From an optimization exercise on the open Yosys and OpenROAD flow, aimed at small area; shortcuts taken in it are not production practice. In this exercise RTL edits were held to simulation tests only and were not proved equivalent to the original. Power figures rest on the tool's default switching activity, not on a simulated workload.

==> design/flow/design.v <==
`default_nettype none
package mips_prof_pkg;
    localparam logic [2:0] c_ST_IF = 3'd0;
    localparam logic [2:0] c_ST_ID = 3'd1;
    localparam int c_NUM_CLASS = 9;
    localparam int c_NUM_STBIN = 6;
    localparam logic [5:0] c_OP_RTYPE = 6'h00;
    localparam logic [5:0] c_OP_ADDI  = 6'h08;
    localparam logic [5:0] c_OP_ORI   = 6'h0d;
    localparam logic [5:0] c_OP_BEQ   = 6'h04;
    localparam logic [5:0] c_OP_J     = 6'h02;
    localparam logic [5:0] c_OP_LW    = 6'h23;
    localparam logic [5:0] c_OP_SW    = 6'h2b;
    localparam logic [5:0] c_FN_ADD   = 6'h20;
    function automatic logic [8:0] classify_oh(input logic [31:0] word);
        logic [8:0] oh;
        logic       rt;
        rt    = (word[31:26] == c_OP_RTYPE);
        oh[0] = rt && (word[5:0] == c_FN_ADD);
        oh[1] = rt && (word[5:0] != c_FN_ADD);
        oh[2] = (word[31:26] == c_OP_ADDI);
        oh[3] = (word[31:26] == c_OP_ORI);
        oh[4] = (word[31:26] == c_OP_BEQ);
        oh[5] = (word[31:26] == c_OP_J);
        oh[6] = (word[31:26] == c_OP_LW);
        oh[7] = (word[31:26] == c_OP_SW);
        oh[8] = ~|oh[7:0];
        classify_oh = oh;
    endfunction
    function automatic logic [3:0] classify(input logic [31:0] word);
        logic [3:0] cls;
        case (word[31:26])
            c_OP_RTYPE: cls = (word[5:0] == c_FN_ADD) ? 4'd0 : 4'd1;
            c_OP_ADDI:  cls = 4'd2;
            c_OP_ORI:   cls = 4'd3;
            c_OP_BEQ:   cls = 4'd4;
            c_OP_J:     cls = 4'd5;
            c_OP_LW:    cls = 4'd6;
            c_OP_SW:    cls = 4'd7;
            default:    cls = 4'd8;
        endcase
        classify = cls;
    endfunction
endpackage
`default_nettype wire
`default_nettype none
module prof_trace_fifo #(
    parameter int DEPTH  = 16,
    parameter int DATA_W = 40
) (
    input  logic                      clk,
    input  logic                      reset,
    input  logic                      clr,
    input  logic                      push,
    input  logic [DATA_W-1:0]         push_data,
    input  logic                      pop,
    output logic                      valid,
    output logic [DATA_W-1:0]         head_data,
    output logic [$clog2(DEPTH):0]    occupancy,
    output logic                      ovf
);
    localparam int c_AW = $clog2(DEPTH);
    logic [DATA_W-1:0] r_mem [DEPTH];
    logic [c_AW:0]     r_count;
    logic              r_ovf;
    logic w_empty;
    logic w_full;
    logic w_do_pop;
    logic w_do_push;
    logic [DEPTH-1:0] w_sel;
    assign w_empty   = (r_count == '0);
    assign w_full    = r_count[c_AW];
    assign w_do_pop  = pop && !w_empty;
    assign w_do_push = push && (!w_full || w_do_pop);
    always_ff @(posedge clk) begin
        if (w_do_push && !clr) begin
            r_mem[0] <= push_data;
            for (int i = 1; i < DEPTH; i++) r_mem[i] <= r_mem[i-1];
        end
    end
    always_ff @(posedge clk or negedge reset) begin
        if (!reset) begin
            r_count <= '0;
            r_ovf   <= 1'b0;
        end else if (clr) begin
            r_count <= '0;
            r_ovf   <= 1'b0;
        end else begin
            if (w_do_push && !w_do_pop) begin
                r_count <= r_count + 1'b1;
            end else if (w_do_pop && !w_do_push) begin
                r_count <= r_count - 1'b1;
            end
            if (push && !w_do_push) begin
                r_ovf <= 1'b1;
            end
        end
    end
    always_comb begin
        head_data = '0;
        for (int i = 0; i < DEPTH; i++) begin
            w_sel[i] = (r_count == (c_AW + 1)'(i + 1));
            head_data = head_data | ({DATA_W{w_sel[i]}} & r_mem[i]);
        end
    end
    assign valid     = !w_empty;
    assign occupancy = r_count;
    assign ovf       = r_ovf;
endmodule
`default_nettype wire
`default_nettype none
module mips_exec_profiler #(
    parameter int CNT_W       = 16,
    parameter int TRACE_DEPTH = 16,
    parameter int CYC_W       = 8
) (
    input  logic                  clk,
    input  logic                  reset,
    input  logic                  prof_en,
    input  logic                  prof_clr,
    input  logic [2:0]            uc_state,
    input  logic [31:0]           instr,
    input  logic [4:0]            rd_addr,
    output logic [CNT_W-1:0]      rd_data,
    input  logic                  trace_pop,
    output logic                  trace_valid,
    output logic [4+CYC_W+32-1:0] trace_data,
    output logic                  trace_ovf
);
    localparam int c_NCNT = mips_prof_pkg::c_NUM_CLASS + mips_prof_pkg::c_NUM_STBIN + 1;
    logic             r_prev_nif;    
    logic             r_armed;
    logic [31:0]      r_word;
    logic [CYC_W-1:0] r_cyc;
    logic [CNT_W-1:0] r_cnt [c_NCNT];
    logic [CNT_W-1:0] r_rd_data;
    logic             w_if_entry;
    logic             w_retire;
    logic             w_clr;
    logic [8:0]       w_cls_oh;
    logic [c_NCNT-1:0] w_inc;
    logic [CNT_W-1:0] w_status;
    logic [CNT_W-1:0] w_rd_mux;
    assign w_if_entry = (uc_state == mips_prof_pkg::c_ST_IF) && r_prev_nif;
    assign w_retire   = w_if_entry && r_armed && prof_en && !prof_clr;
    assign w_cls_oh   = mips_prof_pkg::classify_oh(r_word);
    assign w_clr      = prof_clr || !reset;
    always_ff @(posedge clk or negedge reset) begin
        if (!reset) begin
            r_prev_nif   <= 1'b0;
            r_armed      <= 1'b0;
            r_word       <= '0;
        end else begin
            r_prev_nif   <= (uc_state != mips_prof_pkg::c_ST_IF);
            if (prof_clr) begin
                r_armed <= 1'b0;
            end else if (w_if_entry) begin
                r_armed <= 1'b1;
            end
            if (uc_state == mips_prof_pkg::c_ST_ID) begin
                r_word <= instr;
            end
        end
    end
    always_ff @(posedge clk) begin
        if (w_if_entry) begin
            r_cyc <= CYC_W'(1);
        end else if (r_cyc != '1) begin
            r_cyc <= r_cyc + 1'b1;
        end
    end
    always_comb begin
        for (int i = 0; i < mips_prof_pkg::c_NUM_CLASS; i++) begin
            w_inc[i] = w_retire && w_cls_oh[i];
        end
        for (int i = 0; i < mips_prof_pkg::c_NUM_STBIN; i++) begin
            w_inc[mips_prof_pkg::c_NUM_CLASS + i] = prof_en &&
                ((i == 5) ? (uc_state > 3'd4) : (uc_state == 3'(i)));
        end
        w_inc[c_NCNT-1] = prof_en;
    end
    localparam int c_NCLS = mips_prof_pkg::c_NUM_CLASS;
    logic [CNT_W-1:0] w_cls_cur;
    logic [CNT_W-1:0] w_cls_nxt;
    logic             w_cls_sat;
    always_comb begin
        w_cls_cur = '0;
        for (int i = 0; i < c_NCLS; i++) begin
            w_cls_cur = w_cls_cur | ({CNT_W{w_cls_oh[i]}} & r_cnt[i]);
        end
    end
    assign w_cls_sat = &w_cls_cur;
    assign w_cls_nxt = w_clr ? '0 : w_cls_cur + 1'b1;
    for (genvar g = 0; g < c_NCLS; g++) begin : g_cls
        always_ff @(posedge clk) begin
            if (w_clr || (w_inc[g] && !w_cls_sat)) begin
                r_cnt[g] <= w_cls_nxt;
            end
        end
    end
    for (genvar g = c_NCLS; g < c_NCNT; g++) begin : g_cnt
        logic [CNT_W:0]   w_lo;
        logic             w_en;
        always_comb begin
            w_lo[0] = 1'b1;
            for (int i = 0; i < CNT_W; i++) w_lo[i+1] = w_lo[i] & r_cnt[g][i];
        end
        assign w_en = w_inc[g] & ~w_lo[CNT_W];
        always_ff @(posedge clk) begin
            if (w_clr) begin
                r_cnt[g] <= '0;
            end else begin
                r_cnt[g] <= r_cnt[g] ^ ({CNT_W{w_en}} & w_lo[CNT_W-1:0]);
            end
        end
    end
    localparam int c_OCC_W = $clog2(TRACE_DEPTH) + 1;
    logic [CYC_W+32-1:0] w_head;
    logic [c_OCC_W-1:0]  w_occ;
    logic [3:0]          w_head_cls;
    prof_trace_fifo #(
        .DEPTH  (TRACE_DEPTH),
        .DATA_W (CYC_W + 32)
    ) u_trace_fifo (
        .clk       (clk),
        .reset     (reset),
        .clr       (prof_clr),
        .push      (w_retire),
        .push_data ({r_cyc, r_word}),
        .pop       (trace_pop),
        .valid     (trace_valid),
        .head_data (w_head),
        .occupancy (w_occ),
        .ovf       (trace_ovf)
    );
    assign w_head_cls = trace_valid ? mips_prof_pkg::classify(w_head[31:0]) : 4'd0;
    assign trace_data = {w_head_cls, w_head};
    assign w_status   = CNT_W'({trace_ovf, w_occ});
    always_comb begin
        w_rd_mux = '0;
        for (int i = 0; i < c_NCNT; i++) begin
            w_rd_mux = w_rd_mux | ({CNT_W{rd_addr == 5'(i)}} & r_cnt[i]);
        end
        w_rd_mux = w_rd_mux | ({CNT_W{rd_addr == 5'd16}} & w_status);
    end
    always_ff @(posedge clk or negedge reset) begin
        if (!reset) begin
            r_rd_data <= '0;
        end else begin
            r_rd_data <= w_rd_mux;
        end
    end
    assign rd_data = r_rd_data;
endmodule
`default_nettype wire
==> design/flow/flow/run.sh <==
#!/bin/bash
# The standard ORFS layout with three changes:
#  - synthesis maps logic with the area-oriented ABC script in
#    flow/abc_area.script (everything else in the synthesis is unchanged, so
#    the registers are the standard synthesis's);
#  - port buffers use the smallest buffer cell;
#  - clock tree synthesis builds larger sink clusters without dummy loads.
# Each tool's output goes to the ORFS logs under orfs/logs; the make output
# goes to standard.log in the work folder.
set -euo pipefail
cd "$(dirname "$0")/.."
W=$(pwd)

# ORFS's synth.tcl with the ABC script swapped, and the standard flow's synthesis script
# sourcing it.
sed "s#^source \$::env(SCRIPTS_DIR)/synth_preamble.tcl\$#&\nset abc_args [lreplace \$abc_args 1 1 $W/flow/abc_area.script]#" \
    "$FLOW_HOME/scripts/synth.tcl" > "$W/synth_abc.tcl"
grep -q "abc_area.script" "$W/synth_abc.tcl"
sed "s#\$::env(SCRIPTS_DIR)/synth.tcl#$W/synth_abc.tcl#" "$W/synth_recipe.tcl" > "$W/synth_recipe_abc.tcl"
grep -q "synth_abc.tcl" "$W/synth_recipe_abc.tcl"

bash standard.sh \
    "SYNTH_SCRIPT=$W/synth_recipe_abc.tcl" \
    "BUFFER_PORTS_ARGS=-buffer_cell sky130_fd_sc_hd__buf_1" \
    "CTS_ARGS=-sink_clustering_enable -repair_clock_nets -dont_use_dummy_load -buf_list sky130_fd_sc_hd__clkbuf_16 -sink_clustering_size 25 -sink_clustering_max_diameter 60" \
    finish > standard.log 2>&1
==> design/flow/flow/abc_area.script <==
strash
dc2
dch -f
amap
&get -n
&st
&dch
&nf
&put
topo
stime -c
dnsize -c
==> design/flow/standard.sh <==
#!/bin/bash
# synth_recipe.tcl (not shown) runs the flow's synth.tcl, then flattens the netlist and writes it again
# the make line also repeats each setting of config.mk as NAME=value (left out here)
make -C /OpenROAD-flow-scripts/flow DESIGN_CONFIG=/design/flow/config.mk WORK_HOME=/design/flow/orfs CLKGATE_MAP_FILE= SYNTH_SCRIPT=/design/flow/synth_recipe.tcl "${@:-finish}"
==> design/flow/config.mk <==
export PLATFORM = sky130hd
export DESIGN_NAME = mips_exec_profiler
export DESIGN_NICKNAME = mips_exec_profiler
export VERILOG_FILES = /design/flow/design.v
export SDC_FILE = /design/flow/constraint.sdc
export NUM_CORES = 4
export LEC_CHECK = 0
export CAP_MARGIN = 20
export CORE_MARGIN = 2
export CORE_UTILIZATION = 70
export PLACE_DENSITY = 0.85
export SLEW_MARGIN = 20
==> design/flow/constraint.sdc <==
create_clock -name core_clock -period 6.0 [get_ports {clk}]
set_input_delay 1.2000 -clock core_clock [delete_from_list [all_inputs] [get_ports {clk}]]
set_output_delay 1.2000 -clock core_clock [all_outputs]
set_load 0.01 [all_outputs]
==> results.py, run 1 <==
metrics = {
    "outcome": {
        "outcome": "timing/DRC/antenna clean",
    },
    "timing": {
        "finClkSkew_ns": 0.0402,
        "fin_tns_setup_ns": 0,
        "tightest_slew_ns": 1.33,
        "slew_violations": 0,
        "min_period_ns": 5.70,
        "hold_viol": 0,
        "hold-worst-slack_ns": 0.422,
        "setup_violations": 0,
        "relSlewSlack": 0.113,
        "rsz0062_at_grt": "no",
        "fin_crit_sh": 0.950,
        "timing.fmax_mhz": 176,
    },
    "grt": {
        "grt_max_degree": 205,
        "grt_pass1_vias": 24100,
        "grt.overflow.total": 0,
        "grt_pass1_wl_um": 153000,
        "antenna_found_initial": 3,
        "grtUsageTotal": 0.394,
    },
    "worst_hold_path": {
        "min_path_type": "flip-flop to flip-flop",
        "hold_path.startpoint": "u_trace_fifo.r_mem[14][27]",
        "whs_path_depth": 0,
        "holdPathEnd": "u_trace_fifo.r_mem[15][27]",
    },
    "drt": {
        "route.vias.total": 24900,
        "drt_iter0_markers": 5815,
        "drt_wl_total_um": 105000,
        "drcViolationCount": 0,
        "avgViaCountPerCell": 8.05,
        "wl_per_cell_um": 33.9,
        "dr.pass1.iters": 11,
        "ant_nets": 0,
    },
    "final_layout": {
        "area_growth_pct": 9.65,
        "final_cell_mix": "edfxtp_1 (784), a222oi_1 (221), dfxtp_1 (120)",
        "design_area_sq_um": 39100,
        "antenna_cells": 0,
        "final_util": 0.778,
        "nNetsFinal": 2481,
        "layout-drive-gt1-share": 0.0736,
        "final_common_cell": "edfxtp_1",
    },
    "power_and_ir_drop": {
        "p_leak_nw": 12.6,
        "vdd_drop_max_mv": 0.235,
        "power_mw": 13.3,
        "powerDensity_nw_per_um2": 340,
    },
    "worst_setup_path": {
        "worstPathArrival_ns": 4.50,
        "cp_max_fo": 28,
        "slowest_delay_ns": 0.62,
        "crit_chain": "buf_4 -> clkinv_1 -> and3_2 -> a222oi_1 -> nand4_1 -> or2_0 -> nand2b_1 -> nor4bb_1 -> a221oi_1 -> a21oi_1 -> buf_1",
        "path_class": "flip-flop to primary output",
        "critPathCaptureType": "primary output",
        "reg2reg_to": "r_cnt[2][13]",
        "r2r_cells": 16,
        "critPathLaunch": "u_trace_fifo.r_count[4]",
        "crit-reg2reg-launch": "r_word[27]",
        "cp.required_ns": 4.80,
        "start_kind": "flip-flop",
        "slowest_stage": "nor4bb_1",
        "r2r_slack_ns": 0.84,
    },
    "floorplan": {
        "rows": 82,
        "die_area_sq_um": 52800,
        "pin_count": 107,
        "core_sq_um": 50300,
        "fp.dieH_um": 230,
        "die_w_um": 230,
        "start_util": 0.710,
    },
    "logic_synthesis": {
        "syn_nets": 2250,
        "synth_area_leader_cell": "edfxtp_1",
        "netlist_area_sq_um": 35700,
        "ys_ff_latch": 960,
        "synth-edff-count": 784,
        "ys_types": 51,
        "ys_top_cells_by_area": "edfxtp_1 (66%), dfxtp_1 (6.7%), a222oi_1 (6.2%)",
        "yosys_warnings": 4,
        "synthFlopType": "edfxtp_1",
        "synth.top_cell.area_share": 0.660,
        "ys_seq_area_frac": 0.766,
        "avgSynthCellArea_sq_um": 16.3,
        "async_flop_share": 0.0583,
        "netlist_instances": 2190,
    },
    "clock_network": {
        "cts_buffers": 50,
        "cts_setup_buffers": 0,
        "htree_levels": 2,
        "cts_tree": "yes",
        "clock_path_buffers": 3,
        "postCtsHoldBufs": 0,
        "cts_root_buf": "clkbuf_16",
        "clkLatencyLatePin_ns": 0.65,
        "cts.sinks": 960,
        "clk_pin_slew_worst_paths_ns": 0.10,
    },
    "placement": {
        "place_area_sq_um": 37900,
        "io_buffer_count": 106,
        "gp_congestion": 1.03,
        "hpwl_um": 65000,
    },
    "job": {
        "cap_violations": 0,
    },
}
==> layout make-up <==
type | count | area (sq um)
Clock buffer | 50 | 1250
Fill cell | 2734 | 11100
Inverter | 30 | 113
Multi-Input combinational cell | 1200 | 8560
Sequential cell | 960 | 27300
Tap cell | 672 | 841
Timing Repair Buffer | 179 | 1010
==> cells by family after synthesis <==
family	count (synthesis)	share of synthesized area
mux	33	0.0103
buf+inv	30	0.00316
compound gates	580	0.128
simple gates	566	0.0854
flops	960	0.766
fa+ha+maj	15	0.00526
xor+xnor	6	0.00147
==> per-stage QoR <==
step | std cells | setup WS [ns]
after global placement | 3041 | 1.20
final | 3091 | 0.302
after global routing | 3091 | 0.0931
after floorplan | 2190 | -7.71
after CTS | 3091 | 0.247
after detailed placement | 3041 | 0.950
==> what timing repair did <==
item | CTS | global route
gates resized for setup | 0 | 3
endpoints found under the hold margin | 0 | 0
setup endpoints to repair | 0 | 4
==> synth_stat cells (all sizes together), types with 3 or more instances <==
library cell and number:
a22oi 117, nand3b 3, and2 21, a31oi 9, dfxtp 120, nor3b 5, a22o 9, or3b 3
o21a 5, o21ai 54, and4 35, nor2b 15, ha 15, nand4b 3, nor4bb 9, dfrtp 56
edfxtp 784, a222oi 221, or3 3, nand3 87, o31ai 7, mux2 31, a211oi 9, or2 11
nand4 57, a21oi 103, nand2b 7, and3 47, clkinv 30, nor3 68, a221oi 28, nand2 87
nor4 8, nor2 94, xnor2 5, a21o 4
==> routing by layer <==
layer | share of wire | routed length (um) | GRT usage
met1 | 0.32 | 33300 | 0.498
met5 | 0.00040 | 42 | 0
met3 | 0.14 | 14500 | 0.0889
met2 | 0.46 | 48500 | 0.623
met4 | 0.081 | 8520 | 0.256
==> worst max-delay path, delay by kind of cell, from the launching register on <==
kind	cells	cell delay [ns]
buffers and inverters	3	0.79
and+or+nand+nor	5	1.94
AOI/OAI and AO/OA	3	0.80
DFF	1	0.34
==> report_power, final <==
part | internal, mW | total [mW] | switching (mW)
Sequential | 7.34 | 7.54 | 0.199
Combinational | 0.778 | 2.30 | 1.52
Clock | 1.48 | 3.46 | 1.97
Total | 9.60 | 13.3 | 3.69
==> sequential cells by signal, summed over array words and instances (netlist names) <==
name / cells
r_cyc: 8
r_prev_nif: 1
r_word: 32
r_cnt: 256
r_rd_data: 16
u_trace_fifo.r_mem: 640
u_trace_fifo.r_count: 5
r_armed: 1
u_trace_fifo.r_ovf: 1
==> worst max-delay path by stage <==
stage	to	slack (ns)
floorplan	u_trace_fifo.r_count[0]	-7.71
finish	trace_data[40]	0.30
global route	trace_data[40]	0.09
detailed placement	trace_data[40]	0.95
CTS	trace_data[40]	0.25
global placement	trace_data[40]	1.20
==> run 2: changes to the inputs <==
--- a/design/flow/flow/run.sh
+++ b/design/flow/flow/run.sh
@@ -23,4 +23,4 @@
     "SYNTH_SCRIPT=$W/synth_recipe_abc.tcl" \
     "BUFFER_PORTS_ARGS=-buffer_cell sky130_fd_sc_hd__buf_1" \
-    "CTS_ARGS=-sink_clustering_enable -repair_clock_nets -dont_use_dummy_load -buf_list sky130_fd_sc_hd__clkbuf_16 -sink_clustering_size 25 -sink_clustering_max_diameter 60" \
+    "CTS_ARGS=-sink_clustering_enable -repair_clock_nets -dont_use_dummy_load -buf_list sky130_fd_sc_hd__clkbuf_16 -sink_clustering_size 30 -sink_clustering_max_diameter 70 -root_buf sky130_fd_sc_hd__clkbuf_8 -tree_buf sky130_fd_sc_hd__clkbuf_4" \
     finish > standard.log 2>&1
==> run 2 against run 1 <==
Still clean. Critical path depth up 2. Worst hold slack got worse by 0.030 ns. Via count fell by 0.72%. Clock power decreased by 12%. Worst setup slack better by 0.0077 ns. Clock skew up 0.060 ns. Cell count shrank 0.26%. Maximum frequency up 0.14%. Utilization down 0.48 points. Largest power group unchanged. Power is 3.0% lower. Count of clock-buffer cells in the layout is 8 lower.
==> results.py, run 2 <==
metrics = {
    "worst_setup_path": {
        "crit_chain": "buf_4 -> clkinv_1 -> and4_2 -> buf_4 -> a22oi_1 -> nand4_1 -> a21oi_1 -> nand4_1 -> nor2_1 -> or4b_1 -> nand3b_1 -> a21oi_1 -> buf_1",
        "path_class": "flip-flop to primary output",
        "slowest_stage": "or4b_1",
        "r2r_cells": 16,
        "slowest_delay_ns": 0.62,
        "r2r_slack_ns": 0.79,
        "cp_max_fo": 29,
        "cp.required_ns": 4.80,
        "crit-reg2reg-launch": "r_word[26]",
        "critPathCaptureType": "primary output",
        "worstPathArrival_ns": 4.49,
        "reg2reg_to": "r_cnt[2][10]",
        "start_kind": "flip-flop",
    },
    "timing": {
        "min_period_ns": 5.69,
        "timing.fmax_mhz": 176,
        "fin_crit_sh": 0.948,
        "final.setup.worst_slack_ns": 0.310,
        "hold-worst-slack_ns": 0.392,
        "slew_violations": 0,
        "hold_viol": 0,
        "tightest_slew_ns": 1.32,
        "setup_violations": 0,
        "finClkSkew_ns": 0.100,
        "fin_tns_setup_ns": 0,
        "relSlewSlack": 0.122,
        "rsz0062_at_grt": "no",
    },
    "final_layout": {
        "design_area_sq_um": 38900,
        "layout-drive-gt1-share": 0.0701,
        "final_util": 0.774,
        "area_growth_pct": 8.98,
        "multiInputGateArea_sq_um": 8580,
        "final_common_cell": "edfxtp_1",
        "num-fill-cells": 2778,
        "nNetsFinal": 2473,
        "regArea_sq_um": 27300,
        "final_cells": 3083,
        "largest_registers": "u_trace_fifo.r_mem x640, r_cnt x256, r_word x32",
        "largest_register_ffs": 640,
        "antenna_cells": 0,
        "final_cell_mix": "edfxtp_1 (784), a222oi_1 (221), dfxtp_1 (120)",
        "largest-register": "u_trace_fifo.r_mem",
    },
    "logic_synthesis": {
        "ys_top_cells_by_area": "edfxtp_1 (66%), dfxtp_1 (6.7%), a222oi_1 (6.2%)",
        "avgSynthCellArea_sq_um": 16.3,
        "ys_seq_area_frac": 0.766,
        "synth-edff-count": 784,
        "netlist_instances": 2190,
        "synthFlopType": "edfxtp_1",
        "netlist_area_sq_um": 35700,
        "async_flop_share": 0.0583,
        "syn_nets": 2250,
        "ys_types": 51,
        "synth.most_common_cell": "edfxtp_1",
        "yosys_warnings": 4,
        "ys_ff_latch": 960,
        "synth.top_cell.area_share": 0.660,
        "synthTopCellsByCount": "edfxtp_1 (784), a222oi_1 (221), dfxtp_1 (120)",
        "synth_area_leader_cell": "edfxtp_1",
    },
    "power_and_ir_drop": {
        "pwr-share-clk": 0.237,
        "p_leak_nw": 12.5,
        "seqPwrFrac": 0.585,
        "power_mw": 12.9,
        "p_sw_mw": 3.60,
        "vdd_drop_max_mv": 0.282,
        "combinationalPowerShare": 0.179,
        "powerDensity_nw_per_um2": 332,
        "intPower_mw": 9.30,
        "switching_share": 0.279,
    },
    "floorplan": {
        "die_w_um": 230,
        "start_util": 0.710,
        "core_sq_um": 50300,
        "pin_count": 107,
        "rows": 82,
        "fp.dieH_um": 230,
        "die_area_sq_um": 52800,
    },
    "worst_hold_path": {
        "whs_path_depth": 0,
        "min_path_type": "flip-flop to flip-flop",
        "holdPathEnd": "u_trace_fifo.r_mem[6][31]",
        "hold_path.startpoint": "u_trace_fifo.r_mem[5][31]",
    },
    "grt": {
        "grtUsageTotal": 0.392,
        "grt_util_met3": 0.0835,
        "antenna_found_initial": 1,
        "top_usage_layer": "met2",
        "grt_max_degree": 205,
        "grt_pass1_wl_um": 152000,
        "grt.overflow.total": 0,
        "grt_pass1_vias": 24100,
        "grt_use_met1": 0.495,
        "grtUsageMet2": 0.614,
    },
    "clock_network": {
        "htree_levels": 2,
        "clock_path_buffers": 3,
        "clk_pin_slew_worst_paths_ns": 0.11,
        "cts_setup_buffers": 0,
        "postCtsHoldBufs": 0,
        "cts_buffers": 42,
        "cts_root_buf": "clkbuf_8",
        "clkLatencyLatePin_ns": 0.77,
        "cts.sinks": 960,
        "cts_tree": "yes",
    },
    "drt": {
        "avgViaCountPerCell": 8.01,
        "drt_iter0_markers": 5796,
        "dr.pass1.iters": 14,
        "ant_nets": 0,
        "wl_per_cell_um": 33.8,
        "route.vias.total": 24700,
        "drt_wl_total_um": 104000,
        "drcViolationCount": 0,
    },
    "placement": {
        "hpwl_um": 65000,
        "gp_congestion": 1.03,
        "place_inst": 3041,
        "io_buffer_count": 106,
        "dp_worst_setup_slack_ns": 0.950,
        "place_area_sq_um": 37900,
    },
    "job": {
        "cap_violations": 0,
    },
    "outcome": {
        "outcome": "timing/DRC/antenna clean",
    },
}
run 2: cell counts after synthesis:
No cell type changed its count.
run 2: per-layer routing:
metal / routed length (um) / vias up / share of wire
li1: - / 9805 / -
met1: 33600 / 11900 / 0.32
met2: 48200 / 2437 / 0.46
met3: 13600 / 538 / 0.13
met4: 8610 / 2 / 0.083
met5: 15 / - / 0.00014
run 2: cell families (layout without fill, tap and decap cells):
group	count (synthesis)	in the layout	share of synthesized area
buffers and inverters	30	251	0.00316
multiplexers	33	33	0.0103
XOR/XNOR	6	6	0.00147
adder cells (fa/ha/maj)	15	15	0.00526
AND/OR/NAND/NOR	566	566	0.0854
flip-flops	960	960	0.766
AO/OA/AOI/OAI	580	580	0.128
run 2: worst max path at each step:
stage,slack (ns),end,start,cells past startpoint
detailed placement,0.95,trace_data[40],u_trace_fifo.r_count[2],10
global placement,1.20,trace_data[40],u_trace_fifo.r_count[2],12
finish,0.31,trace_data[40],u_trace_fifo.r_count[4],13
global route,0.05,trace_data[43],u_trace_fifo.r_count[4],12
CTS,0.07,trace_data[40],u_trace_fifo.r_count[2],10
floorplan,-7.71,u_trace_fifo.r_count[0],uc_state[2],9
run 2: power groups by stage:
| stage | Clock, mW | Sequential (mW) | Combinational (mW) |
|---|---|---|---|
| 4_1_cts | 3.07 | 7.52 | 2.24 |
| 3_5_place_dp | 0 | 7.67 | 2.19 |
| 3_3_place_gp | 0 | 7.66 | 2.10 |
| 5_1_grt | 3.26 | 7.55 | 2.42 |
| 6_report | 3.06 | 7.54 | 2.30 |
| 2_1_floorplan | 0 | 7.60 | 1.25 |
run 2: timing repair:
item | 4_1_cts | 5_1_grt
resized for setup | 0 | 5
endpoints found under the setup margin | 0 | 4
endpoints found under the hold margin | 0 | 0
run 2: worst max-delay path, delay by kind of cell, from the launching register on:
family | cells | cell delay [ns]
AO/OA/AOI/OAI | 3 | 0.53
buffers and inverters | 4 | 1.18
flip-flops | 1 | 0.33
AND/OR/NAND/NOR | 6 | 1.73
run 2: cell type report:
| class | instances | area share |
|---|---|---|
| tap | 672 | 0.0216 |
| timing repair buffer | 179 | 0.0260 |
| sequential | 960 | 0.703 |
| clock buffer | 42 | 0.0256 |
| inverter | 30 | 0.00290 |
| multi-input combinational | 1200 | 0.221 |
==> run 3: changes to the inputs <==
==> design/flow/flow/abc_area.script (replaced) <==
strash
dc2
resub -K 8
dc2
dch -f
amap
&get -n
&st
&dch -f
&nf -R 1000
&put
topo
stime -c
dnsize -c
==> run 3 against run 2 <==
Sequential power is 0.8% higher. Via count is 1.3% lower. Register-to-register slack worse by 0.10 ns. Largest power group unchanged. Highest routed layer unchanged.
==> results.py, run 3 <==
metrics = {
    "outcome": {
        "outcome": "timing/DRC/antenna clean",
    },
    "grt": {
        "antenna_found_initial": 7,
        "grt_pass1_vias": 23800,
        "grt_pass1_wl_um": 156000,
        "grt.overflow.total": 0,
        "grt_max_degree": 171,
        "grtUsageTotal": 0.411,
    },
    "final_layout": {
        "design_area_sq_um": 38700,
        "nNetsFinal": 2439,
        "final_cell_mix": "edfxtp_1 (784), a222oi_1 (236), dfxtp_1 (120)",
        "final_cells": 3057,
        "layout-drive-gt1-share": 0.0694,
        "multiInputGateArea_sq_um": 8370,
        "largest-register": "u_trace_fifo.r_mem",
        "num-fill-cells": 2728,
        "regArea_sq_um": 27300,
        "area_growth_pct": 8.92,
        "final_common_cell": "edfxtp_1",
        "largest_registers": "u_trace_fifo.r_mem x640, r_cnt x256, r_word x32",
        "final_util": 0.772,
        "largest_register_ffs": 640,
    },
    "logic_synthesis": {
        "ys_ff_latch": 960,
        "ys_types": 48,
        "synth_area_leader_cell": "edfxtp_1",
        "ys_seq_area_frac": 0.770,
        "synth-xor-area-share": 0.00370,
        "synth_simple_gate_area_frac": 0.0816,
        "synth_fa_ha_area_frac": 0.00529,
        "avgSynthCellArea_sq_um": 16.4,
        "yosys_warnings": 4,
        "synthTopCellsByCount": "edfxtp_1 (784), a222oi_1 (236), dfxtp_1 (120)",
        "netlist_area_sq_um": 35500,
        "netlist_instances": 2159,
        "ys_top_cells_by_area": "edfxtp_1 (66%), dfxtp_1 (6.8%), a222oi_1 (6.7%)",
        "syn_nets": 2219,
        "synth.top_cell.area_share": 0.663,
        "synth.most_common_cell": "edfxtp_1",
        "synth-compound-area-share": 0.126,
        "synthMuxAreaShare": 0.0101,
        "async_flop_share": 0.0583,
        "synth_top_family_by_area": "compound AO/OA/AOI/OAI gates",
        "synthFlopType": "edfxtp_1",
        "synth-edff-count": 784,
    },
    "placement": {
        "place_inst": 3006,
        "gp_congestion": 1.05,
        "place_area_sq_um": 37600,
        "hpwl_um": 66400,
        "io_buffer_count": 106,
    },
    "power_and_ir_drop": {
        "power_mw": 13.3,
        "powerDensity_nw_per_um2": 343,
        "p_leak_nw": 12.5,
        "vdd_drop_max_mv": 0.235,
    },
    "floorplan": {
        "die_area_sq_um": 52500,
        "die_w_um": 229,
        "fp.dieH_um": 229,
        "start_util": 0.709,
        "pin_count": 107,
        "rows": 82,
        "core_sq_um": 50100,
    },
    "worst_setup_path": {
        "crit_chain": "clkinv_1 -> ha_1 -> nand2_1 -> nor3_2 -> buf_4 -> a222oi_1 -> nand3_1 -> a211oi_1 -> clkinv_1 -> nor4b_2 -> a21oi_1 -> a21oi_1 -> buf_1",
        "crit-reg2reg-launch": "r_word[28]",
        "path_class": "flip-flop to primary output",
        "worstPathArrival_ns": 4.61,
        "slowest_stage": "dfrtp_1",
        "r2r_slack_ns": 0.69,
        "cp_max_fo": 17,
        "critPathCaptureType": "primary output",
        "cp.required_ns": 4.80,
        "slowest_delay_ns": 0.52,
        "reg2reg_to": "r_cnt[2][0]",
        "r2r_cells": 21,
        "start_kind": "flip-flop",
    },
    "timing": {
        "hold_viol": 0,
        "tightest_slew_ns": 1.18,
        "timing.fmax_mhz": 172,
        "fin_crit_sh": 0.969,
        "relSlewSlack": 0.213,
        "min_period_ns": 5.81,
        "finClkSkew_ns": 0.103,
        "rsz0062_at_grt": "no",
        "fin_tns_setup_ns": 0,
        "slew_violations": 0,
        "setup_violations": 0,
    },
    "clock_network": {
        "postCtsHoldBufs": 0,
        "clk_pin_slew_worst_paths_ns": 0.11,
        "clkLatencyLatePin_ns": 0.80,
        "cts_tree": "yes",
        "cts_buffers": 43,
        "htree_levels": 2,
        "cts_root_buf": "clkbuf_8",
        "cts_setup_buffers": 0,
        "cts.sinks": 960,
        "clock_path_buffers": 3,
    },
    "worst_hold_path": {
        "holdPathEnd": "u_trace_fifo.r_mem[6][34]",
        "min_path_type": "flip-flop to flip-flop",
        "whs_path_depth": 0,
        "hold_path.startpoint": "u_trace_fifo.r_mem[5][34]",
    },
    "job": {
        "cap_violations": 0,
    },
    "drt": {
        "drt_iter0_markers": 5474,
        "drcViolationCount": 0,
        "route.vias.total": 24400,
        "dr.pass1.iters": 10,
        "wl_per_cell_um": 35.3,
        "avgViaCountPerCell": 7.97,
        "ant_nets": 0,
        "drt_wl_total_um": 108000,
    },
}
## run 3: report_power, final
part	total [mW]	leakage [nW]	internal [mW]	switching, mW
clock network	3.13	0.504	1.20	1.93
registers	7.60	9.02	7.35	0.258
logic	2.53	2.95	0.806	1.73
## run 3: critical path, delay by kind of cell, from the launching register on
family	cells	cell delay, ns
and+or+nand+nor	4	0.95
buffers and inverters	4	0.88
DFF	1	0.52
adders and majority gates	1	0.24
AOI/OAI and AO/OA	4	1.28
## run 3: kinds of logic after synthesis
| group | Yosys count |
|---|---|
| flip-flops | 960 |
| AND/OR/NAND/NOR | 557 |
| AO/OA/AOI/OAI | 555 |
| multiplexers | 32 |
| buffers and inverters | 25 |
| XOR/XNOR | 15 |
| adder cells (fa/ha/maj) | 15 |
## run 3: stage by stage
stage	setup slack [ns]	hold slack [ns]
2_1_floorplan	-8.03	0.418
3_3_place_gp	0.943	0.423
3_5_place_dp	0.857	0.430
4_1_cts	0.183	0.366
5_1_grt	0.0725	0.384
6_report	0.187	0.367
## run 3: worst max path at each step
stage                     slack [ns]                       to  cells past startpoint               startpoint
final                           0.19           trace_data[40]                     13  u_trace_fifo.r_count[0]
after global routing            0.07           trace_data[40]                     13  u_trace_fifo.r_count[0]
after CTS                       0.18           trace_data[40]                     13  u_trace_fifo.r_count[1]
after global placement          0.94              r_cnt[2][0]                     21               r_word[26]
after detailed placement        0.86              r_cnt[2][0]                     21               r_word[26]
after floorplan                -8.03  u_trace_fifo.r_count[1]                      8              uc_state[2]
## run 3: metal layers
layer,share of wire,GRT usage,wire [um],vias to the layer above
met5,0.00012,0,13,-
met4,0.098,0.314,10600,2
met3,0.12,0.0855,13000,613
met2,0.48,0.671,51600,2458
met1,0.30,0.482,32900,11600
li1,-,-,-,9692
## run 3: repair_timing
item,in CTS,in global routing
gates resized for setup,1,5
endpoints found under the hold margin,0,0
endpoints found under the setup margin,1,3
## run 3: layout make-up
| class | count | area share |
|---|---|---|
| multi-input combinational | 1174 | 0.216 |
| sequential | 960 | 0.707 |
| antenna | 8 | 0.000518 |
| tap | 672 | 0.0217 |
| clock buffer | 43 | 0.0264 |
| timing repair buffer | 175 | 0.0254 |
| inverter | 25 | 0.00243 |
==> run 4: changes to the inputs <==
==> design/flow/flow/abc_area.script (replaced) <==
strash
dc2
resub -K 8
dc2
dch -f
amap
&get -n
&st
&dch -f
&nf -R 1000
&put
strash
dch -f
amap
&get -n
&st
&dch -f
&nf -R 1000
&put
topo
stime -c
dnsize -c
==> run 4 against run 3 <==
Cell count rose by 0.33%. Area after synthesis fell by 0.31%. Die area shrank 0.30%. Power shrank 3.7%. Critical path depth grew 1. Critical path type unchanged. Critical endpoint is now trace_data[42]. Largest cell class unchanged. Largest power group unchanged.
==> results.py, run 4 <==
metrics = {
    "outcome": {
        "outcome": "timing/DRC/antenna clean",
    },
    "logic_synthesis": {
        "ys_ff_latch": 960,
        "netlist_instances": 2167,
        "netlist_area_sq_um": 35400,
        "synth.top_cell.area_share": 0.665,
        "synth.most_common_cell": "edfxtp_1",
        "ys_top_cells_by_area": "edfxtp_1 (67%), a222oi_1 (7.0%), dfxtp_1 (6.8%)",
        "synthTopCellsByCount": "edfxtp_1 (784), a222oi_1 (246), nor2_1 (124)",
        "yosys_warnings": 4,
        "avgSynthCellArea_sq_um": 16.3,
        "ys_types": 42,
        "ys_seq_area_frac": 0.773,
        "synth_area_leader_cell": "edfxtp_1",
        "async_flop_share": 0.0583,
        "synth-edff-count": 784,
        "synthFlopType": "edfxtp_1",
        "syn_nets": 2227,
    },
    "placement": {
        "hpwl_um": 61800,
        "io_buffer_count": 106,
        "gp_congestion": 1.01,
    },
    "grt": {
        "antenna_found_initial": 3,
        "grt.overflow.total": 0,
        "grt_pass1_wl_um": 145000,
        "grtUsageTotal": 0.374,
        "grt_max_degree": 99,
        "top_usage_layer": "met2",
        "grt_pass1_vias": 23400,
        "grt_util_met3": 0.0966,
        "grt_use_met1": 0.482,
        "grtUsageMet2": 0.587,
    },
    "final_layout": {
        "largest_registers": "u_trace_fifo.r_mem x640, r_cnt x256, r_word x32",
        "area_growth_pct": 9.02,
        "final_common_cell": "edfxtp_1",
        "nNetsFinal": 2454,
        "num-fill-cells": 2789,
        "final_cell_mix": "edfxtp_1 (784), a222oi_1 (246), dfxtp_1 (120)",
        "largest_register_ffs": 640,
        "final_util": 0.771,
        "largest-register": "u_trace_fifo.r_mem",
        "layout-drive-gt1-share": 0.0694,
    },
    "timing": {
        "fin_tns_setup_ns": 0,
        "rsz0062_at_grt": "no",
        "hold-worst-slack_ns": 0.413,
        "finClkSkew_ns": 0.0846,
        "timing.fmax_mhz": 173,
        "min_period_ns": 5.78,
        "slew_violations": 0,
        "tightest_slew_ns": 1.15,
        "setup_violations": 0,
        "relSlewSlack": 0.232,
        "fin_crit_sh": 0.964,
        "hold_viol": 0,
    },
    "power_and_ir_drop": {
        "p_leak_nw": 12.6,
        "vdd_drop_max_mv": 0.271,
        "powerDensity_nw_per_um2": 331,
    },
    "clock_network": {
        "postCtsHoldBufs": 0,
        "cts_buffers": 43,
        "cts_root_buf": "clkbuf_8",
        "clk_pin_slew_worst_paths_ns": 0.11,
        "clock_path_buffers": 3,
        "cts.sinks": 960,
        "htree_levels": 2,
        "cts_tree": "yes",
        "clkLatencyLatePin_ns": 0.77,
    },
    "worst_setup_path": {
        "critical_path.top_delay_family": "compound AO/OA/AOI/OAI gates",
        "crit_chain": "ha_1 -> and3_1 -> ha_2 -> a222oi_1 -> nand3_1 -> a221o_1 -> a221oi_1 -> nand4_1 -> buf_4 -> or4_1 -> o31ai_1 -> a21oi_1 -> nor2_1 -> buf_1",
        "slowest_delay_ns": 0.53,
        "critPathLaunch": "u_trace_fifo.r_count[0]",
        "start_kind": "flip-flop",
        "cp.buffers_inverters": 2,
        "crit_cells": 14,
        "path_class": "flip-flop to primary output",
        "slowest_stage": "or4_1",
        "cp.required_ns": 4.80,
        "crit-reg2reg-launch": "r_word[27]",
        "critPathCaptureType": "primary output",
        "cp_max_fo": 11,
        "r2r_cells": 17,
        "worstPathArrival_ns": 4.58,
    },
    "worst_hold_path": {
        "whs_path_depth": 0,
        "hold_path.startpoint": "u_trace_fifo.r_mem[7][26]",
        "min_path_type": "flip-flop to flip-flop",
    },
    "drt": {
        "drt_wl_total_um": 99800,
        "ant_nets": 0,
        "dr.pass1.iters": 11,
        "route.vias.total": 24100,
        "drt_iter0_markers": 5895,
        "avgViaCountPerCell": 7.85,
        "wl_per_cell_um": 32.5,
        "drcViolationCount": 0,
    },
    "floorplan": {
        "pin_count": 107,
        "die_area_sq_um": 52400,
        "fp.dieH_um": 229,
        "core_sq_um": 50100,
        "die_w_um": 229,
        "start_util": 0.707,
        "rows": 82,
    },
    "job": {
        "cap_violations": 0,
    },
}
==> run 4: cell count changes after synthesis, moves of 6 or more <==
| cell | before | now |
|---|---|---|
| a22oi_1 | 94 | 70 |
| nor2b_1 | 11 | 3 |
| nand3_1 | 54 | 78 |
| and2_0 | 34 | 40 |
| a222oi_1 | 236 | 246 |
| and4_1 | 30 | 13 |
| o21ai_0 | 54 | 65 |
| a221oi_1 | 35 | 45 |
| nor2_1 | 109 | 124 |
==> run 4: cell type report <==
type	count	area, sq um	share of cell area
sequential	960	27300	0.709
multi-input combinational	1184	8220	0.213
timing repair buffer	182	1070	0.0278
clock buffer	43	1020	0.0264
tap	672	841	0.0218
inverter	23	86.3	0.00224
antenna	3	7.51	0.000195
==> run 4: metrics by stage <==
| stage | std cells | worst slack [ns] | total power [mW] | cell area (sq um) |
|---|---|---|---|---|
| global route | 3066 | 0.00957 | 13.1 | 38600 |
| detailed placement | 3019 | 0.962 | 9.71 | 37500 |
| finish | 3067 | 0.216 | 12.8 | 38600 |
| CTS | 3062 | 0.159 | 12.7 | 38600 |
| global placement | 3019 | 1.16 | 9.63 | 37500 |
| floorplan | 2167 | -6.80 | 8.77 | 35400 |
==> run 4: logic make-up (layout without fill, tap and decap cells) <==
group           Yosys count  after routing  share of synthesized area
compound gates          552            552                      0.126
xor+xnor                  8              8                    0.00198
fa+ha+maj                15             15                    0.00530
buf+inv                  23            248                    0.00244
flops                   960            960                      0.773
mux                      32             32                     0.0102
other cells               0              3                          0
simple gates            577            577                     0.0817
==> run 4: timing repair <==
| action | in CTS | in global routing |
|---|---|---|
| gates resized for setup | 0 | 3 |
| buffers inserted | 0 | 2 |
| setup endpoints to repair | 0 | 4 |
==> run 4: path summary, 6_finish.rpt <==
path                                        endpoint  slack, ns
max in group asynchronous                 r_word[29]       4.44
max reg2reg                             r_cnt[6][15]       1.05
min in group asynchronous                 r_word[25]       0.43
max                                   trace_data[42]       0.22
min reg2reg                u_trace_fifo.r_mem[8][26]       0.41
min                        u_trace_fifo.r_mem[8][26]       0.41
==> run 4: per-layer routing <==
layer  part of all wire  vias up  wire (um)
li1                   -     9711          -
met1               0.32    11500      32100
met5                  0        -          0
met3               0.15      449      15000
met4              0.065        0       6520
met2               0.46     2437      46100
==> run 4: power breakdown <==
group | internal (mW) | switching (mW) | total [mW]
clock | 1.20 | 1.89 | 3.09
sequential | 7.34 | 0.177 | 7.52
combinational | 0.706 | 1.46 | 2.17
==> run 5: changes to the inputs <==
==> design/flow/flow/abc_area.script (replaced) <==
strash
dc2
resub -K 8
dc2
dch -f
amap
&get -n
&st
&dch -f
&nf -R 1000
&put
topo
stime -c
dnsize -c
--- a/design/flow/config.mk
+++ b/design/flow/config.mk
@@ -8,5 +8,5 @@
 export CAP_MARGIN = 20
 export CORE_MARGIN = 2
-export CORE_UTILIZATION = 70
-export PLACE_DENSITY = 0.85
+export CORE_UTILIZATION = 60
+export PLACE_DENSITY = 0.75
 export SLEW_MARGIN = 20
==> run 5 against run 4 <==
Area after synthesis up 0.31%. Sequential cell count unchanged. Count of clock-buffer cells in the layout up 1. Cell count up 3.2%. Power up 3.4%. Final area up 0.80%. Maximum frequency down 0.12%. Clock skew up 0.044 ns. Critical path depth down 3. Utilization down 11 points. Critical endpoint is now trace_data[43]. Largest cell class unchanged. Largest power group unchanged. Highest routed layer is now met5.
==> results.py, run 5 <==
metrics = {
    "logic_synthesis": {
        "netlist_area_sq_um": 35500,
        "ys_types": 48,
        "synthFlopType": "edfxtp_1",
        "avgSynthCellArea_sq_um": 16.4,
        "synth_area_leader_cell": "edfxtp_1",
        "ys_top_cells_by_area": "edfxtp_1 (66%), dfxtp_1 (6.8%), a222oi_1 (6.7%)",
        "synthTopCellsByCount": "edfxtp_1 (784), a222oi_1 (236), dfxtp_1 (120)",
        "synth.most_common_cell": "edfxtp_1",
        "ys_ff_latch": 960,
        "syn_nets": 2219,
        "synth-edff-count": 784,
        "synth.top_cell.area_share": 0.663,
        "yosys_warnings": 4,
        "netlist_instances": 2159,
        "async_flop_share": 0.0583,
        "ys_seq_area_frac": 0.770,
    },
    "power_and_ir_drop": {
        "p_sw_mw": 3.81,
        "p_leak_nw": 12.5,
        "intPower_mw": 9.39,
        "power_mw": 13.2,
        "vdd_drop_max_mv": 0.319,
        "switching_share": 0.289,
        "pwr-share-clk": 0.236,
        "seqPwrFrac": 0.574,
        "combinationalPowerShare": 0.190,
        "powerDensity_nw_per_um2": 339,
    },
    "final_layout": {
        "final_util": 0.662,
        "regArea_sq_um": 27300,
        "largest_registers": "u_trace_fifo.r_mem x640, r_cnt x256, r_word x32",
        "layout-drive-gt1-share": 0.0733,
        "nNetsFinal": 2451,
        "largest-register": "u_trace_fifo.r_mem",
        "final_cells": 3166,
        "area_growth_pct": 9.56,
        "multiInputGateArea_sq_um": 8370,
        "largest_register_ffs": 640,
        "final_cell_mix": "edfxtp_1 (784), a222oi_1 (236), dfxtp_1 (120)",
        "num-fill-cells": 3985,
        "final_common_cell": "edfxtp_1",
    },
    "floorplan": {
        "fp.dieH_um": 247,
        "rows": 89,
        "pin_count": 107,
        "die_w_um": 247,
        "die_area_sq_um": 61100,
        "start_util": 0.604,
        "core_sq_um": 58800,
    },
    "worst_setup_path": {
        "path_class": "flip-flop to primary output",
        "crit-reg2reg-launch": "r_word[27]",
        "cp.buffers_inverters": 1,
        "critical_path.top_delay_family": "simple AND/OR/NAND/NOR gates",
        "slowest_stage": "ha_2",
        "critPathLaunch": "u_trace_fifo.r_count[2]",
        "cp_max_fo": 29,
        "cp.required_ns": 4.80,
        "critPathCaptureType": "primary output",
        "slowest_delay_ns": 0.84,
        "crit_chain": "and3_1 -> ha_2 -> a222oi_1 -> a21boi_0 -> and4_1 -> nand3_1 -> nor3_1 -> nand3b_1 -> o21ai_0 -> nor4b_1 -> buf_1",
        "crit_cells": 11,
        "reg2reg_to": "r_cnt[7][2]",
        "endpoint": "trace_data[43]",
        "start_kind": "flip-flop",
        "worstPathArrival_ns": 4.59,
        "r2r_cells": 21,
        "r2r_slack_ns": 0.54,
    },
    "job": {
        "cap_violations": 0,
    },
    "timing": {
        "hold_viol": 0,
        "fin_tns_setup_ns": 0,
        "fin_crit_sh": 0.965,
        "tightest_slew_ns": 1.26,
        "final.setup.worst_slack_ns": 0.210,
        "slew_violations": 0,
        "timing.fmax_mhz": 173,
        "setup_violations": 0,
        "rsz0062_at_grt": "no",
        "relSlewSlack": 0.159,
        "finClkSkew_ns": 0.129,
        "min_period_ns": 5.79,
    },
    "grt": {
        "antenna_found_initial": 4,
        "grt_max_degree": 166,
        "grt_pass1_vias": 22400,
        "grt.overflow.total": 0,
        "grtUsageTotal": 0.322,
        "grt_pass1_wl_um": 144000,
    },
    "drt": {
        "wl_per_cell_um": 31.6,
        "ant_nets": 0,
        "drt_iter0_markers": 4285,
        "drcViolationCount": 0,
        "route.vias.total": 23300,
        "avgViaCountPerCell": 7.36,
        "drt_wl_total_um": 100000,
        "dr.pass1.iters": 11,
    },
    "placement": {
        "io_buffer_count": 106,
        "place_inst": 3112,
        "hpwl_um": 64200,
        "gp_congestion": 0.998,
        "dp_worst_setup_slack_ns": 0.660,
    },
    "clock_network": {
        "clkLatencyLatePin_ns": 0.80,
        "cts.sinks": 960,
        "htree_levels": 2,
        "postCtsHoldBufs": 0,
        "clock_path_buffers": 3,
        "cts_tree": "yes",
        "cts_root_buf": "clkbuf_8",
        "clk_pin_slew_worst_paths_ns": 0.11,
        "cts_buffers": 44,
    },
    "worst_hold_path": {
        "min_path_type": "flip-flop to flip-flop",
    },
    "outcome": {
        "outcome": "timing/DRC/antenna clean",
    },
}
==> run 5: cell types whose count changed in the layout (fill, tap and decap cells not counted), moves of 4 or more <==
cell	delta
a22o_1	+5
a222oi_1	-10
nor2_1	-8
a22oi_1	+24
and2_0	-6
xnor2_1	+4
a221oi_1	-10
nor2b_1	+8
nand3_1	-24
o21ai_0	-5
o31ai_2	+6
and4_1	+17
o21ai_1	-6
==> run 5: what timing repair did <==
item,in CTS,in global routing
setup endpoints to repair,1,4
gates resized for setup,1,6
setup buffers,0,1
pin swaps,0,5
gates cloned,0,4
==> run 5: per-layer routing <==
layer	global-route usage	up-vias	share of wire
li1	-	9717	-
met1	0.413	11500	0.35
met2	0.530	1700	0.48
met3	0.0573	354	0.10
met4	0.170	2	0.063
met5	0	-	0.0011
==> run 5: logic make-up (layout without fill, tap and decap cells) <==
| family | Yosys count | in the layout | synth area share |
|---|---|---|---|
| flops | 960 | 960 | 0.770 |
| simple gates | 557 | 561 | 0.0816 |
| compound gates | 555 | 555 | 0.126 |
| mux | 32 | 32 | 0.0101 |
| buf+inv | 25 | 251 | 0.00264 |
| fa+ha+maj | 15 | 15 | 0.00529 |
| xor+xnor | 15 | 15 | 0.00370 |
| other cells | 0 | 4 | 0 |
==> run 5: power by group through the flow <==
stage	clock, mW	sequential [mW]	combinational, mW
6_report	3.12	7.58	2.50
5_1_grt	3.38	7.59	2.68
4_1_cts	3.16	7.57	2.44
3_5_place_dp	0	7.71	2.42
3_3_place_gp	0	7.71	2.36
2_1_floorplan	0	7.60	1.37
==> run 5: worst register-to-register path, stage by stage (launching register included) <==
cell and delay, ns:
dfrtp_1 0.48, nor3_1 0.27, and4_1 0.74, nor4_2 0.12
buf_4 0.24, a222oi_1 0.29, nand2_1 0.13, ha_1 0.24
and3_1 0.18, nor2b_1 0.14, nor2b_1 0.16, o21ai_0 0.14
nor2_1 0.09, and2_0 0.18, nand2_1 0.09, nor2_1 0.06
nand2_1 0.08, or2_0 0.14, nor2_1 0.07, and3_1 0.33
o31ai_2 0.66, buf_4 0.32
==> run 5: area by class of cell <==
cell class,count,area share
Multi-Input combinational cell,1178,0.215
Clock buffer,44,0.0269
Tap cell,773,0.0249
Sequential cell,960,0.703
Timing Repair Buffer,182,0.0274
Antenna cell,4,0.000257
Inverter,25,0.00241
==> run 5: worst min-delay path by stage <==
stage	startpoint	to	slack, ns	depth (start not counted)
after floorplan	r_word[10]	u_trace_fifo.r_mem[0][10]	0.42	0
after global placement	r_word[19]	u_trace_fifo.r_mem[0][19]	0.42	0
after detailed placement	r_word[7]	u_trace_fifo.r_mem[0][7]	0.43	0
after CTS	u_trace_fifo.r_mem[13][33]	u_trace_fifo.r_mem[14][33]	0.36	0
after global routing	u_trace_fifo.r_mem[13][33]	u_trace_fifo.r_mem[14][33]	0.38	0
final	u_trace_fifo.r_mem[13][33]	u_trace_fifo.r_mem[14][33]	0.36	0
==> run 5: metrics by stage <==
step | hold WS, ns | instance area [sq um]
floorplan | 0.418 | 35500
global placement | 0.422 | 37700
detailed placement | 0.429 | 37800
CTS | 0.359 | 38800
global route | 0.379 | 38900
finish | 0.362 | 38900
==> run 6: changes to the inputs <==
==> design/flow/flow/abc_area.script (replaced) <==
strash
dc2
resub -K 8
dc2
dch -f
amap
&get -n
&st
&dch -f
&nf -R 1000
&put
strash
dch -f
amap
&get -n
&st
&dch -f
&nf -R 1000
&put
topo
stime -c
dnsize -c
--- a/design/flow/config.mk
+++ b/design/flow/config.mk
@@ -8,5 +8,5 @@
 export CAP_MARGIN = 20
 export CORE_MARGIN = 2
-export CORE_UTILIZATION = 60
-export PLACE_DENSITY = 0.75
+export CORE_UTILIZATION = 76
+export PLACE_DENSITY = 0.9
 export SLEW_MARGIN = 20
==> run 6 against run 5 <==
Global-route usage grew 12 points. Sequential share of layout area rose by 0.82 points. Clock skew shrank 0.070 ns. Via count is 9.9% higher. Critical path type unchanged. Non-clock buffer count decreased by 3. Synthesized cell count up 0.37%. Now fails the layout checks on setup timing. Largest cell class unchanged. Maximum frequency down 4.3%.
==> results.py, run 6 <==
metrics = {
    "outcome": {
        "outcome": "failed layout checks",
        "violations": "setup timing",
    },
    "logic_synthesis": {
        "ys_top_cells_by_area": "edfxtp_1 (67%), a222oi_1 (7.0%), dfxtp_1 (6.8%)",
        "netlist_area_sq_um": 35400,
        "ys_seq_area_frac": 0.773,
        "synth.top_cell.area_share": 0.665,
        "ys_types": 42,
        "syn_nets": 2227,
        "synth-edff-count": 784,
        "yosys_warnings": 4,
        "avgSynthCellArea_sq_um": 16.3,
        "synth.most_common_cell": "edfxtp_1",
        "ys_ff_latch": 960,
        "async_flop_share": 0.0583,
        "netlist_instances": 2167,
        "synth_area_leader_cell": "edfxtp_1",
        "synthFlopType": "edfxtp_1",
        "synthTopCellsByCount": "edfxtp_1 (784), a222oi_1 (246), nor2_1 (124)",
    },
    "floorplan": {
        "die_area_sq_um": 48300,
        "die_w_um": 220,
        "pin_count": 107,
        "fp.dieH_um": 220,
        "start_util": 0.765,
        "rows": 79,
        "core_sq_um": 46300,
    },
    "power_and_ir_drop": {
        "vdd_drop_max_mv": 0.326,
        "p_leak_nw": 12.6,
        "power_mw": 12.9,
        "powerDensity_nw_per_um2": 337,
    },
    "drt": {
        "drt_wl_total_um": 109000,
        "met2_length_um": 48200,
        "dr.pass1.iters": 13,
        "drcViolationCount": 0,
        "route.vias.total": 25600,
        "drt_iter0_markers": 7479,
        "ant_nets": 0,
        "top_layer": "met5",
        "avgViaCountPerCell": 8.55,
        "wl_met3_um": 18900,
        "wl_per_cell_um": 36.3,
        "wirelength_met1_um": 31800,
    },
    "timing": {
        "finClkSkew_ns": 0.0589,
        "tightest_slew_ns": 1.29,
        "hold_viol": 0,
        "final.setup.worst_slack_ns": -0.0509,
        "fin_tns_setup_ns": -0.0681,
        "relSlewSlack": 0.139,
        "min_period_ns": 6.05,
        "setup_violations": 2,
        "timing.fmax_mhz": 165,
        "fin_crit_sh": 1.01,
        "slew_violations": 0,
    },
    "worst_setup_path": {
        "critPathLaunch": "u_trace_fifo.r_count[3]",
        "cp_max_fo": 16,
        "path_class": "flip-flop to primary output",
        "crit-reg2reg-launch": "r_word[28]",
        "critPathCaptureType": "primary output",
        "worstPathArrival_ns": 4.85,
        "cp.required_ns": 4.80,
        "start_kind": "flip-flop",
    },
    "grt": {
        "grt.overflow.total": 0,
        "grtUsageTotal": 0.444,
        "grt_max_degree": 116,
        "grt_pass1_wl_um": 155000,
        "antenna_found_initial": 1,
        "grt_pass1_vias": 24600,
    },
    "worst_hold_path": {
        "hold_path.startpoint": "u_trace_fifo.r_mem[8][36]",
        "min_path_type": "flip-flop to flip-flop",
    },
    "placement": {
        "hpwl_um": 64000,
        "dp_worst_setup_slack_ns": 0.829,
        "io_buffer_count": 106,
        "place_area_sq_um": 37400,
        "gp_congestion": 1.08,
    },
    "final_layout": {
        "design_area_sq_um": 38500,
        "largest_register_ffs": 640,
        "final_cell_mix": "edfxtp_1 (784), a222oi_1 (246), dfxtp_1 (120)",
        "final_util": 0.831,
        "final_common_cell": "edfxtp_1",
        "area_growth_pct": 8.65,
        "layout-drive-gt1-share": 0.0724,
        "largest-register": "u_trace_fifo.r_mem",
        "num-fill-cells": 2006,
        "nNetsFinal": 2450,
        "antenna_cells": 0,
        "largest_registers": "u_trace_fifo.r_mem x640, r_cnt x256, r_word x32",
    },
    "clock_network": {
        "clock_path_buffers": 3,
        "clkLatencyLatePin_ns": 0.75,
        "cts_tree": "yes",
        "postCtsHoldBufs": 0,
        "htree_levels": 2,
        "clk_pin_slew_worst_paths_ns": 0.12,
        "cts_root_buf": "clkbuf_8",
        "cts_buffers": 41,
        "cts.sinks": 960,
    },
    "job": {
        "cap_violations": 0,
    },
}
[run 6: kinds of logic (layout without fill, tap and decap cells)]
kind of cell | Yosys count | count (layout) | synth area share
AO/OA/AOI/OAI | 552 | 552 | 0.126
XOR/XNOR | 8 | 8 | 0.00198
adder cells (fa/ha/maj) | 15 | 15 | 0.00530
buffers and inverters | 23 | 243 | 0.00244
flip-flops | 960 | 960 | 0.773
multiplexers | 32 | 32 | 0.0102
AND/OR/NAND/NOR | 577 | 578 | 0.0817
[run 6: final cells by class]
| cell class | count | area, sq um | area share |
|---|---|---|---|
| Timing Repair Buffer | 179 | 1020 | 0.0266 |
| Inverter | 23 | 90.1 | 0.00234 |
| Multi-Input combinational cell | 1185 | 8260 | 0.215 |
| Sequential cell | 960 | 27400 | 0.711 |
| Tap cell | 607 | 759 | 0.0197 |
| Clock buffer | 41 | 970 | 0.0252 |
[run 6: per-layer routing]
metal | vias up | track usage
met5 | - | 0
met4 | 2 | 0.300
met3 | 807 | 0.126
met2 | 3371 | 0.674
met1 | 11700 | 0.563
li1 | 9692 | -
[run 6: final timing paths]
| check | endpoint | slack (ns) | cells after the start |
|---|---|---|---|
| max in group asynchronous | u_trace_fifo.r_count[2] | 4.42 | 2 |
| min | u_trace_fifo.r_mem[9][36] | 0.42 | 0 |
| max reg2reg | r_cnt[5][2] | 0.76 | 18 |
| min reg2reg | u_trace_fifo.r_mem[9][36] | 0.42 | 0 |
| max | trace_data[42] | -0.05 | 12 |
| min in group asynchronous | r_rd_data[2] | 0.45 | 1 |
[run 6: power breakdown]
| group | switching, mW | leakage, nW | internal (mW) |
|---|---|---|---|
| logic | 1.65 | 3.06 | 0.711 |
| clock network | 1.91 | 0.480 | 1.15 |
| registers | 0.192 | 9.01 | 7.34 |
[run 6: what timing repair did]
action                     4_1_cts  5_1_grt
gates cloned                     0        1
setup endpoints to repair        4        4
resized for setup                3       11
setup buffers                    0        1
pin swaps                        0        2
[run 6: through the flow]
stage	std cells	hold slack [ns]
2_1_floorplan	2167	0.418
3_3_place_gp	2952	0.423
3_5_place_dp	2952	0.424
4_1_cts	2993	0.426
5_1_grt	2995	0.433
6_report	2995	0.423
[run 6: critical path, cell delays in order (launching register included)]
cell and delay, ns:
dfrtp_1 0.74, nor2_1 0.17, and3_2 0.45, a222oi_1 0.41, nand3_1 0.14, a221o_1 0.29
a221oi_1 0.21, nand4_1 0.29, or4_1 0.67, o31ai_2 0.32, a21oi_1 0.09, nor2_1 0.13
buf_1 0.20

## afterwards: timing with drivers on the ports
Ports are ideal in the flow. The routed layouts listed here were re-timed in OpenROAD.
Step 1 sets driving cells, clkbuf_16 on the clock port and buf_2 on the other inputs (assumed; they add their load-dependent delay and slew).
Step 2 adds t to the input delays and takes it off the output delays; t is the mean of the earliest and latest rising clock arrival at the registers after step 1. Input paths then give back, and output paths get back, about the clock's delay inside the block.
Slacks: ideal ports / drivers / drivers and shift; pairs: ideal ports / drivers.
run | t, ns | slack for setup (ns) | worst slew at a driven data input, ns | cell pins on the clock port's net
run 1 | 0.683 | 0.302 / 0.243 / 0.841 | 0.05 | 1
run 2 | 0.778 | 0.310 / 0.250 / 0.792 | 0.05 | 1
run 3 | 0.813 | 0.187 / 0.124 / 0.686 | 0.14 | 1
run 4 | 0.769 | 0.216 / 0.157 / 0.926 | 0.11 | 1
run 5 | 0.784 | 0.210 / 0.150 / 0.539 | 0.14 | 1
run 6 | 0.776 | -0.051 / -0.105 / 0.671 | 0.06 | 1
